This design comes from an exercise in tuning for small area, a short achievable clock period and few clock cycles per item on the open sky130 flow, not from production work. Power and IR drop assume default switching activity.

==> flow/design.v <==
`timescale 1ns/1ps
`default_nettype none
module env_step_top (
    input  wire         i_clk,
    input  wire         i_rstn,
    input  wire  [31:0] i_mem_rdata,
    output logic [5:0]  o_mem_addr,
    output logic [31:0] o_mem_wdata,
    output logic        o_mem_we
);
    localparam logic [5:0] ACT_ADDR  = 6'd16;
    localparam logic [5:0] FLAG_ADDR = 6'd17;
    localparam logic [5:0] OBS_ADDR  = 6'd18;
    localparam logic [5:0] RWD_ADDR  = 6'd34;
    localparam logic [5:0] DONE_ADDR = 6'd35;
    localparam logic [3:0] S_POLLA0  = 4'd7;  
    localparam logic [3:0] S_POLLF   = 4'd1;  
    localparam logic [3:0] S_POLLA   = 4'd2;  
    localparam logic [3:0] S_LOAD    = 4'd3;  
    localparam logic [3:0] S_WRITE   = 4'd4;  
    localparam logic [3:0] S_RWD     = 4'd5;
    localparam logic [3:0] S_DONE    = 4'd6;
    localparam logic [3:0] S_CLEAR   = 4'd0;
    localparam logic [3:0] S_RA      = 4'd8;   
    localparam logic [3:0] S_RB      = 4'd9;   
    localparam logic [3:0] S_RESTART = 4'd10;  
    logic [31:0] ring [16];
    logic [15:0] pv;        
    logic [31:0] w;         
    logic [15:0] ad;        
    logic [15:0] oh;        
    logic [15:0] oh_nxt;    
    logic        act_q;     
    logic        w_step_q;  
    logic        verify_q;  
    logic [3:0]  ph;
    logic [3:0]  st;
    logic [3:0]  cnt;
    logic        loaded;    
    logic        ins;       
    logic [5:0]  addr_q;
    logic        we_q;
    assign o_mem_addr  = addr_q;
    assign o_mem_wdata = w;
    assign o_mem_we    = we_q;
    function automatic logic [15:0] step16(input logic [15:0] x, input logic a);
        logic [15:0] y;
        y = x ^ {16{~a}};
        for (int i = 0; i < 16; i++) step16[i] = y[i] ^ (&(y | ~((16'd1 << i) - 16'd1))) ^ ~a;
    endfunction
    logic [15:0]        vel_n, pos_n;
    logic signed [15:0] wpos;
    logic               wdone;
    logic               flag_set, reload, mismatch, keep, load_ad;
    logic [15:0]        ad_n;
    logic [31:0]        rwd_word, w_other;
    always_comb begin
        for (int i = 0; i < 16; i++) oh[i]     = (ph == 4'(i));
        for (int i = 0; i < 16; i++) oh_nxt[i] = (ph == 4'((i + 15) % 16));
    end
    assign vel_n = step16(ring[0][15:0], act_q);
    assign pos_n = step16(pv, act_q);
    assign wpos  = w[31:16];
    assign wdone = (wpos > 16'sd1000) || (wpos < -16'sd1000);
    assign flag_set = (i_mem_rdata != '0);
    assign reload   = (i_mem_rdata == 32'd2) || !loaded;
    assign mismatch = verify_q && (i_mem_rdata[15:0] != ad);
    assign keep     = (st == S_WRITE) && !mismatch;  
    assign load_ad  = (st == S_POLLF) || (st == S_LOAD && cnt == 4'd0) || (st == S_RB);
    always_comb begin
        ad_n = ad;
        for (int i = 0; i < 16; i++) begin
            if (keep && oh[(i + 1) % 16]) ad_n[i] = wdone;  
        end
    end
    always_comb begin
        rwd_word = '0;
        for (int i = 0; i < 16; i++) rwd_word[2*i] = ~ad_n[i];
    end
    always_comb begin
        if (st == S_WRITE)    w_other = rwd_word;
        else if (st == S_RWD) w_other = {16'd0, ad};
        else                  w_other = '0;
    end
    always_ff @(posedge i_clk) begin
        for (int j = 0; j < 16; j++) ring[j] <= ring[(j + 1) % 16];
        if (ins)  ring[1]  <= i_mem_rdata;
        if (keep) ring[14] <= w;
        pv <= ring[1][31:16] + ring[1][15:0];
        if (load_ad) ad <= i_mem_rdata[15:0];
        else         ad <= ad_n;
        act_q <= |(oh_nxt & (load_ad ? i_mem_rdata[15:0] : ad));
        if (w_step_q) w <= {pos_n, vel_n};
        else          w <= w_other;
    end
    logic [3:0] st_n;
    logic [3:0] cnt_n;
    logic [5:0] addr_n;
    logic       we_n;
    always_comb begin
        st_n   = st;
        cnt_n  = cnt + 4'd1;
        addr_n = ACT_ADDR;
        we_n   = 1'b0;
        case (st)
            S_POLLA0: begin
                st_n   = S_POLLF;
                addr_n = FLAG_ADDR;
            end
            S_POLLF: begin
                st_n   = S_POLLA;
                addr_n = ACT_ADDR;
            end
            S_POLLA: begin
                if (!flag_set) begin
                    st_n   = S_POLLF;
                    addr_n = FLAG_ADDR;
                end else if (reload) begin
                    st_n   = S_LOAD;
                    cnt_n  = '0;
                    addr_n = {2'b00, ph + 4'd4};
                end else begin
                    st_n   = S_WRITE;
                    cnt_n  = '0;
                    addr_n = OBS_ADDR + {2'b00, ph};
                    we_n   = 1'b1;
                end
            end
            S_LOAD: begin
                addr_n = {2'b00, ph + 4'd4};
                if (cnt == 4'd15) begin
                    st_n   = S_WRITE;
                    addr_n = OBS_ADDR + {2'b00, ph};
                    we_n   = 1'b1;
                end
            end
            S_RA: begin
                st_n = S_RB;
            end
            S_RB: begin
                st_n = S_RESTART;
            end
            S_RESTART: begin
                st_n   = S_WRITE;
                cnt_n  = '0;
                addr_n = OBS_ADDR + {2'b00, ph};
                we_n   = 1'b1;
            end
            S_WRITE: begin
                addr_n = OBS_ADDR + {2'b00, ph};
                we_n   = 1'b1;
                if (mismatch) begin
                    st_n   = S_RA;
                    addr_n = ACT_ADDR;
                    we_n   = 1'b0;
                end else if (cnt == 4'd15) begin
                    st_n   = S_RWD;
                    addr_n = RWD_ADDR;
                end
            end
            S_RWD: begin
                st_n   = S_DONE;
                addr_n = DONE_ADDR;
                we_n   = 1'b1;
            end
            S_DONE: begin
                st_n   = S_CLEAR;
                addr_n = FLAG_ADDR;
                we_n   = 1'b1;
            end
            default: begin  
                st_n   = S_POLLA0;
                addr_n = ACT_ADDR;
            end
        endcase
    end
    always_ff @(posedge i_clk) begin
        cnt      <= cnt_n;
        addr_q   <= addr_n;
        ins      <= (st == S_LOAD);
        verify_q <= (st == S_POLLA) && flag_set && !reload;
        w_step_q <= !((st == S_WRITE && cnt >= 4'd14) || st == S_RWD);
    end
    always_ff @(posedge i_clk or negedge i_rstn) begin
        if (!i_rstn) begin
            st     <= S_CLEAR;
            ph     <= '0;
            loaded <= 1'b0;
            we_q   <= 1'b0;
        end else begin
            st   <= st_n;
            ph   <= ph + 4'd1;
            we_q <= we_n;
            if (st == S_LOAD && cnt == 4'd15) loaded <= 1'b1;
        end
    end
endmodule
`default_nettype wire
export LEC_CHECK = 0
export ABC_CLOCK_PERIOD_IN_PS = 2000
export CAP_MARGIN = 20
export CORE_MARGIN = 2
export CORE_UTILIZATION = 40
export CTS_CLUSTER_DIAMETER = 80
export CTS_CLUSTER_SIZE = 30
export SETUP_SLACK_MARGIN = 2.5
export SLEW_MARGIN = 20
create_clock -name core_clock -period 4.5 [get_ports {i_clk}]
run.sh (not shown) runs the stock make flow with config.mk's settings and CLKGATE_MAP_FILE= SYNTH_SCRIPT=/design/flow/synth_recipe.tcl, a recipe that flattens the netlist after the stock synthesis.
Edit:
--- a/flow/design.v
+++ b/flow/design.v
@@ -10,28 +10,28 @@
 );
     localparam logic [5:0] ACT_ADDR  = 6'd16;
     localparam logic [5:0] FLAG_ADDR = 6'd17;
     localparam logic [5:0] OBS_ADDR  = 6'd18;
     localparam logic [5:0] RWD_ADDR  = 6'd34;
     localparam logic [5:0] DONE_ADDR = 6'd35;
-    localparam logic [3:0] S_POLLA0  = 4'd7;  
+    localparam logic [3:0] S_POLLA0  = 4'd0;  
     localparam logic [3:0] S_POLLF   = 4'd1;  
     localparam logic [3:0] S_POLLA   = 4'd2;  
     localparam logic [3:0] S_LOAD    = 4'd3;  
     localparam logic [3:0] S_WRITE   = 4'd4;  
     localparam logic [3:0] S_RWD     = 4'd5;
     localparam logic [3:0] S_DONE    = 4'd6;
-    localparam logic [3:0] S_CLEAR   = 4'd0;
+    localparam logic [3:0] S_CLEAR   = 4'd7;
     localparam logic [3:0] S_RA      = 4'd8;   
     localparam logic [3:0] S_RB      = 4'd9;   
     localparam logic [3:0] S_RESTART = 4'd10;  
     logic [31:0] ring [16];
     logic [15:0] pv;        
     logic [31:0] w;         
     logic [15:0] ad;        
-    logic [15:0] oh;        
+    logic [15:0] oh_q;      
     logic [15:0] oh_nxt;    
     logic        act_q;     
     logic        w_step_q;  
     logic        verify_q;  
     logic [3:0]  ph;
     logic [3:0]  st;
@@ -40,40 +40,40 @@
     logic        ins;       
     logic [5:0]  addr_q;
     logic        we_q;
     assign o_mem_addr  = addr_q;
     assign o_mem_wdata = w;
     assign o_mem_we    = we_q;
-    function automatic logic [15:0] step16(input logic [15:0] x, input logic a);
-        logic [15:0] y;
-        y = x ^ {16{~a}};
-        for (int i = 0; i < 16; i++) step16[i] = y[i] ^ (&(y | ~((16'd1 << i) - 16'd1))) ^ ~a;
+    function automatic logic [15:0] inc16(input logic [15:0] x);
+        for (int i = 0; i < 16; i++) inc16[i] = x[i] ^ (&(x | ~((16'd1 << i) - 16'd1)));
+    endfunction
+    function automatic logic [15:0] dec16(input logic [15:0] x);
+        for (int i = 0; i < 16; i++) dec16[i] = x[i] ^ (&(~x | ~((16'd1 << i) - 16'd1)));
     endfunction
     logic [15:0]        vel_n, pos_n;
     logic signed [15:0] wpos;
     logic               wdone;
     logic               flag_set, reload, mismatch, keep, load_ad;
     logic [15:0]        ad_n;
     logic [31:0]        rwd_word, w_other;
     always_comb begin
-        for (int i = 0; i < 16; i++) oh[i]     = (ph == 4'(i));
         for (int i = 0; i < 16; i++) oh_nxt[i] = (ph == 4'((i + 15) % 16));
     end
-    assign vel_n = step16(ring[0][15:0], act_q);
-    assign pos_n = step16(pv, act_q);
+    assign vel_n = act_q ? inc16(ring[0][15:0]) : dec16(ring[0][15:0]);
+    assign pos_n = act_q ? inc16(pv) : dec16(pv);
     assign wpos  = w[31:16];
     assign wdone = (wpos > 16'sd1000) || (wpos < -16'sd1000);
     assign flag_set = (i_mem_rdata != '0);
     assign reload   = (i_mem_rdata == 32'd2) || !loaded;
     assign mismatch = verify_q && (i_mem_rdata[15:0] != ad);
     assign keep     = (st == S_WRITE) && !mismatch;  
     assign load_ad  = (st == S_POLLF) || (st == S_LOAD && cnt == 4'd0) || (st == S_RB);
     always_comb begin
         ad_n = ad;
         for (int i = 0; i < 16; i++) begin
-            if (keep && oh[(i + 1) % 16]) ad_n[i] = wdone;  
+            if (keep && oh_q[(i + 1) % 16]) ad_n[i] = wdone;  
         end
     end
     always_comb begin
         rwd_word = '0;
         for (int i = 0; i < 16; i++) rwd_word[2*i] = ~ad_n[i];
     end
@@ -86,12 +86,13 @@
         for (int j = 0; j < 16; j++) ring[j] <= ring[(j + 1) % 16];
         if (ins)  ring[1]  <= i_mem_rdata;
         if (keep) ring[14] <= w;
         pv <= ring[1][31:16] + ring[1][15:0];
         if (load_ad) ad <= i_mem_rdata[15:0];
         else         ad <= ad_n;
+        oh_q  <= oh_nxt;
         act_q <= |(oh_nxt & (load_ad ? i_mem_rdata[15:0] : ad));
         if (w_step_q) w <= {pos_n, vel_n};
         else          w <= w_other;
     end
     logic [3:0] st_n;
     logic [3:0] cnt_n;
What happened: The new run completed without violations; synthesized area rose by about 1.7%; total power rose by 18%; sequential share of layout area fell by 1.5 points; via count rose by 6.1%; register-to-register slack got worse by 0.02 ns; clock power fell by about 1%; non-clock buffer count rose by 27; global-route usage fell by 0.98 points; cell count rose by about 6%; final area rose by 5.1%; setup slack improved by 0.038 ns; die area rose by 1.6%.
No functional check of the RTL was part of any run of this note.

-- port drivers added, routing unchanged --
No port has a modelled driver above. Below, the same layouts with a new extraction and two added sets of constraints.
Step 1 sets driving cells, clkbuf_16 on the clock port and buf_2 on the other inputs (assumed; they add their load-dependent delay and slew).
Step 2 moves the port delays by t, midway between the first and last clock arrival at a register: inputs arrive t later, outputs are due t later. That takes back most of the time a late clock gives input paths.
Slacks: ideal ports / drivers / drivers and shift; pairs: ideal ports / drivers.
| run | t (ns) | setup WS [ns] | clock arrival spread, ns |
|---|---|---|---|
| the first run | 0.624 | 2.097 / 2.128 / 1.504 | 0.028 / 0.028 |
| the second run | 0.639 | 2.136 / 2.136 / 1.631 | 0.044 / 0.043 |
After both steps every run listed still meets setup and hold. For the first run, which loses most, drivers alone change the setup slack by +0.031 ns; drivers and shift together by -0.593 ns.
